What follows belongs to an exercise in optimizing a design on an open flow for a short achievable clock period and few clock cycles; a production flow would make more cautious choices.
The RTL was checked by simulation tests, not by an equivalence proof against the original design.
No activity file was given, so power comes from the tool's default toggle rates.

==> inputs of xenon <==
==> flow/design.v (excerpt) <==
module midi_note_slot_allocator #(
    parameter int NUM_SLOTS = nsa_pkg::NUM_SLOTS_DEF
) (
    input  logic        clk,
    input  logic        rst_n,
    input  logic        s_tvalid,
    output logic        s_tready,
    input  logic [63:0] s_tdata,
    input  logic [1:0]  s_tuser,
    output logic        m_tvalid,
    input  logic        m_tready,
    output logic [63:0] m_tdata,
    output logic [0:0]  m_tuser,
    output logic        m_tlast,
    input  logic        cfg_we,
    input  logic [1:0]  cfg_wdata
);
    logic [1:0]  port_en_reg;
    logic [65:0] in_reg;
    logic        in_v;
    logic        rdy_reg;
    logic [65:0] q0, q1;
    logic [1:0]  q_cnt, q_cnt_next;
    logic        take, deq, enq;
    logic        res_valid;
    logic [65:0] res;
    logic        space_reg;
    logic [65:0] out_reg;
    logic        out_v;
    logic [65:0] f0, f1, f2;
    logic [1:0]  f_cnt, f_cnt_next;
  ...
==> flow/config.mk <==
export PLATFORM = sky130hd
export DESIGN_NAME = midi_note_slot_allocator
export DESIGN_NICKNAME = midi_note_slot_allocator
export VERILOG_FILES = /design/flow/design.v
export SDC_FILE = /design/flow/constraint.sdc
export NUM_CORES = 4
export LEC_CHECK = 0
export ABC_CLOCK_PERIOD_IN_PS = 2000
export CAP_MARGIN = 35
export CORE_MARGIN = 2
export CORE_UTILIZATION = 50
export GPL_TIMING_DRIVEN = 1
export SETUP_SLACK_MARGIN = 4.7
export SLEW_MARGIN = 35
export TNS_END_PERCENT = 50
==> flow/constraint.sdc <==
create_clock -name core_clock -period 7.5 [get_ports {clk}]
set_input_delay 1.5000 -clock core_clock [delete_from_list [all_inputs] [get_ports {clk}]]
set_output_delay 1.5000 -clock core_clock [all_outputs]
set_load 0.01 [all_outputs]
run.sh (not shown) runs the stock make flow with config.mk's settings and CLKGATE_MAP_FILE= SYNTH_SCRIPT=/design/flow/synth_recipe.tcl, a recipe that flattens the netlist after the stock synthesis.
==> harbor (differences from xenon) <==
--- a/flow/design.v
+++ b/flow/design.v
@@ -105,16 +105,15 @@
     localparam int LV = $clog2(N);
     logic [5:0]   ring_slot [N];
     logic [11:0]  ring_info [N];     
     logic [N-1:0] pos_used;
     logic [N:0]   used_ext;
     logic         h_v, a_v, b_v, x_v;
     logic [65:0]  h_op, a_op, b_op, x_op;
-    logic [N-1:0] a_e, b_g, x_g;
-    logic [N-1:0] x_e;              
+    logic [N-1:0] a_e, b_e, b_g, x_e, x_g;
     assign used_ext = {1'b0, pos_used};
     logic [1:0]   x_kind;
     logic         x_play, x_stop, x_cc, x_all;
     logic         go, x_done, do_play, port_ok;
     logic [5:0]   rel_slot;
     logic [N-1:0] sh, ld, bz, at_free;
     assign x_kind = x_op[65:64];
@@ -142,19 +141,19 @@
     assign load_x  = !x_v || x_done;
     assign adv_b   = load_x || !b_v;
     assign adv_a   = adv_b || !a_v;
     assign adv_h   = adv_a || !h_v;
     assign in_take = adv_h;
     logic [N-1:0] eq_h;
     logic         same_h, same_a, same_b;
-    logic [N-1:0] e_a_c, g_b_c, pre_a, g_a_c;
+    logic [N-1:0] e_a_c, e_b_c, g_b_c, pre_a, g_a_c;
     logic sx_h, sx_a, sx_b;
     assign same_h = x_all ? eq_h[0] : sx_h;
     assign same_a = x_all ? a_e[0]  : sx_a;
-    assign same_b = x_all ? b_g[0]  : sx_b;
+    assign same_b = x_all ? b_e[0]  : sx_b;
     always_ff @(posedge clk)
     begin
         if (load_x)
         begin
             sx_b <= (b_op[31:26] == a_op[31:26]);
             sx_a <= (b_op[31:26] == h_op[31:26]);
             sx_h <= (b_op[31:26] == in_data[31:26]);
@@ -195,21 +194,23 @@
     begin
         for (int i = 0; i < N; i++)
         begin
             if (sh[i])
             begin
                 e_h_c[i] = eq_h[(i + 1) % N];
                 e_a_c[i] = a_e[(i + 1) % N];
+                e_b_c[i] = b_e[(i + 1) % N];
                 g_a_c[i] = pre_a[(i + 1) % N] && !same_a;
                 g_b_c[i] = b_g[(i + 1) % N] && !same_b;
             end
             else
             begin
                 e_h_c[i] = ld[i] ? same_h : eq_h[i];
                 e_a_c[i] = ld[i] ? same_a : a_e[i];
+                e_b_c[i] = ld[i] ? same_b : b_e[i];
                 g_a_c[i] = pre_a[i] || (same_a && bz[i]);
                 g_b_c[i] = b_g[i] || (same_b && bz[i]);
             end
         end
     end
     always_ff @(posedge clk or negedge rst_n)
     begin
@@ -244,36 +245,42 @@
         else
         begin
             a_e  <= e_a_c;
         end
         if (adv_b)
         begin
             b_op <= a_op;
+            b_e  <= e_a_c;
             b_g  <= g_a_c;
         end
         else
         begin
+            b_e  <= e_b_c;
             b_g  <= g_b_c;
         end
         if (load_x)
         begin
             x_op <= b_op;
             if (b_op[65:64] == 2'd3)
+            begin
+                x_e <= {{(N-1){1'b0}}, 1'b1};
                 x_g <= '1;
+            end
             else if (b_op[65:64] == 2'd1)
+            begin
+                x_e <= e_b_c;
                 x_g <= g_b_c;
+            end
             else
+            begin
+                x_e <= e_b_c;
                 x_g <= '0;
+            end
         end
     end
-    always_comb
-    begin
-        for (int i = 0; i < N; i++)
-            x_e[i] = x_g[i] && ((i == 0) ? 1'b1 : !x_g[(i == 0) ? 0 : i - 1]);
-    end
     always_ff @(posedge clk or negedge rst_n)
     begin
         if (!rst_n)
         begin
             pos_used <= '0;
             for (int i = 0; i < N; i++)
                 ring_slot[i] <= 6'(i);
@@ -299,78 +306,56 @@
         begin
             if (sh[i])
                 ring_info[i] <= ring_info[(i + 1) % N];
             else if (do_play && at_free[i])
                 ring_info[i] <= {x_op[4:1], x_op[11:5], x_op[0]};
         end
     end
-    localparam int NG = 8;
-    localparam int GS = N / NG;
-    logic [5:0]  front_part [NG];
-    logic [11:0] info_part  [NG];
-    logic [NG-1:0] hit_part;
+    logic [5:0]  front_slot;
+    logic [11:0] rel_info;
+    logic        hit;
     always_comb
     begin
-        for (int g = 0; g < NG; g++)
+        front_slot = '0;
+        rel_info   = '0;
+        for (int i = 0; i < N; i++)
         begin
-            front_part[g] = '0;
-            info_part[g]  = '0;
-            hit_part[g]   = 1'b0;
-            for (int j = 0; j < GS; j++)
-            begin
-                front_part[g] = front_part[g] | (ring_slot[g*GS+j] & {6{at_free[g*GS+j]}});
-                info_part[g]  = info_part[g]  | (ring_info[g*GS+j] & {12{x_e[g*GS+j]}});
-                hit_part[g]   = hit_part[g]   | (x_g[g*GS+j] & pos_used[g*GS+j]);
-            end
+            front_slot = front_slot | (ring_slot[i] & {6{at_free[i]}});
+            rel_info   = rel_info   | (ring_info[i] & {12{x_e[i]}});
         end
     end
+    assign hit = |(x_g & pos_used);
     logic        w_play, w_stop, w_cc, w_all;
-    logic        w_port_ok, w_full, w_last_all;
+    logic        w_port_ok, w_full, w_hit, w_last_all;
     logic [65:0] w_op;
-    logic [5:0]  w_rel_slot;
-    logic [5:0]  w_front_p [NG];
-    logic [11:0] w_info_p  [NG];
-    logic [NG-1:0] w_hit_p;
-    logic        w_hit;
-    logic [5:0]  w_front;
+    logic [5:0]  w_front, w_rel_slot;
     logic [11:0] w_rel_info;
     always_ff @(posedge clk or negedge rst_n)
     begin
         if (!rst_n)
             res_valid <= 1'b0;
         else
             res_valid <= go;
     end
     always_ff @(posedge clk)
     begin
-        w_op       <= x_op;
-        w_play     <= x_play;
-        w_stop     <= x_stop;
-        w_cc       <= x_cc;
-        w_all      <= x_all;
-        w_port_ok  <= port_ok;
-        w_full     <= pos_used[N-1];
-        w_last_all <= !pos_used[1];
-        w_rel_slot <= rel_slot;
-        w_hit_p    <= hit_part;
-        for (int g = 0; g < NG; g++)
-        begin
-            w_front_p[g] <= front_part[g];
-            w_info_p[g]  <= info_part[g];
-        end
-    end
-    always_comb
-    begin
-        w_hit      = |w_hit_p;
-        w_front    = '0;
-        w_rel_info = '0;
-        for (int g = 0; g < NG; g++)
+        if (go)
         begin
-            w_front    = w_front | w_front_p[g];
-            w_rel_info = w_rel_info | w_info_p[g];
+            w_op       <= x_op;
+            w_play     <= x_play;
+            w_stop     <= x_stop;
+            w_cc       <= x_cc;
+            w_all      <= x_all;
+            w_port_ok  <= port_ok;
+            w_full     <= pos_used[N-1];
+            w_hit      <= hit;
+            w_last_all <= !pos_used[1];
+            w_front    <= front_slot;
+            w_rel_slot <= rel_slot;
+            w_rel_info <= rel_info;
         end
     end
     logic        r_sv;
     logic [7:0]  r_status;
     logic [6:0]  r_d1, r_d2;
     logic        r_port;
     logic [5:0]  r_handle;
Settings changed: CELL_PAD_IN_SITES_DETAIL_PLACEMENT set to 1, CELL_PAD_IN_SITES_GLOBAL_PLACEMENT set to 2, CORE_UTILIZATION 50 to 35, GPL_ROUTABILITY_DRIVEN set to 1, PLACE_DENSITY set to 0.45, SETUP_SLACK_MARGIN 4.7 to 4.6, TNS_END_PERCENT 50 to 20.
==> summary of the runs <==
In xenon the cell count is lower than in harbor, by 14%.
Against harbor, the hold slack of xenon is lower by 79 ps.
Between harbor and xenon, the lower sequential share of layout area is in harbor (gap 2.8 points).
Clock power: xenon is lower than harbor (about 4%).
Against harbor, the non-clock buffer count of xenon is lower by 239.
Between xenon and harbor, the lower utilization is in harbor (gap 16 points).
In harbor the first-iteration DRC count is larger than in xenon, by about 4%.
Worst setup slack: xenon is better than harbor (300 ps).
In sequential power, harbor and xenon hardly differ.
In xenon the wire length is lower than in harbor, by about 40%.
==> figures <==
metric                                                                    harbor                     xenon
Outcome                                                           finished clean            finished clean
Critical path arrival                                                    3990 ps                   1550 ps
Number of cells on the critical path                                           5                         1
Cell area after technology mapping                                  115,000 um^2              111,000 um^2
Hold slack                                                                400 ps                    321 ps
Post-CTS setup buffer count                                                   47                        15
Routed wire length on met3                                             48,500 um                 38,200 um
Placement Cell Area                                                 122,000 um^2              115,000 um^2
Source of the critical timing path                  u_ctrl.x_e[17]$_SDFFCE_PN0N_           out_v$_DFF_PN0_
Total track usage                                                          37.9%                     32.5%
DIE WIDTH                                                                 578 um                    475 um
Number of synthesized flops with an enable pin                             1,579                     1,484
Largest voltage drop on the vdd net                                     0.316 mV                  0.395 mV
Slowest cell on the critical path                         sky130_fd_sc_hd__or4_1  sky130_fd_sc_hd__dfrtp_4
Part of the power in registers                                             35.2%                     38.9%
Share of the synthesized area in the top cell type                         41.1%                     40.1%
TritonRoute pass-1 iters                                                       8                         7
Dpl hpwl                                                              452,000 um                240,000 um
Final period util                                                          44.7%                     40.7%
Syn Inst Count                                                            10,506                    10,012
Power spent charging and discharging nets                                25.3 mW                   20.6 mW
Endpoint kind of the worst setup timing path                                flop            primary output
Testbench counts of xenon, summed over its fixed seeds: cycles 12,670.
Testbench counts of harbor, summed over its fixed seeds: cycles 12,670.

==> static timing again, ports no longer ideal <==
No port has a modelled driver above. Below, the same layouts with a new extraction and two added sets of constraints. Step 1: set_driving_cell puts a clkbuf_16 on clk and a buf_2 on each other input, an assumption about the parent block. Step 2 times the ports against the registers' clock, not the clock port: input delays grow and output delays shrink by t, the midpoint of the rising clock arrivals with the driver on. Three values: ideal, step 1, step 2; two values: the first two.
run | shift t [ns] | setup WS [ns] | worst setup path after step 2 | slew at the worst register clock pin (ns) | pins driven straight from the clock port
xenon | 0.993 | 4.446 / 4.355 / 3.851 | input to register | 0.07 / 0.07 | 1
harbor | 1.047 | 4.150 / 4.150 / 3.716 | input to register | 0.07 / 0.07 | 1
After both steps every run listed still meets setup and hold. For xenon, which loses most, drivers alone change the setup slack by -0.091 ns; drivers and shift together by -0.595 ns.
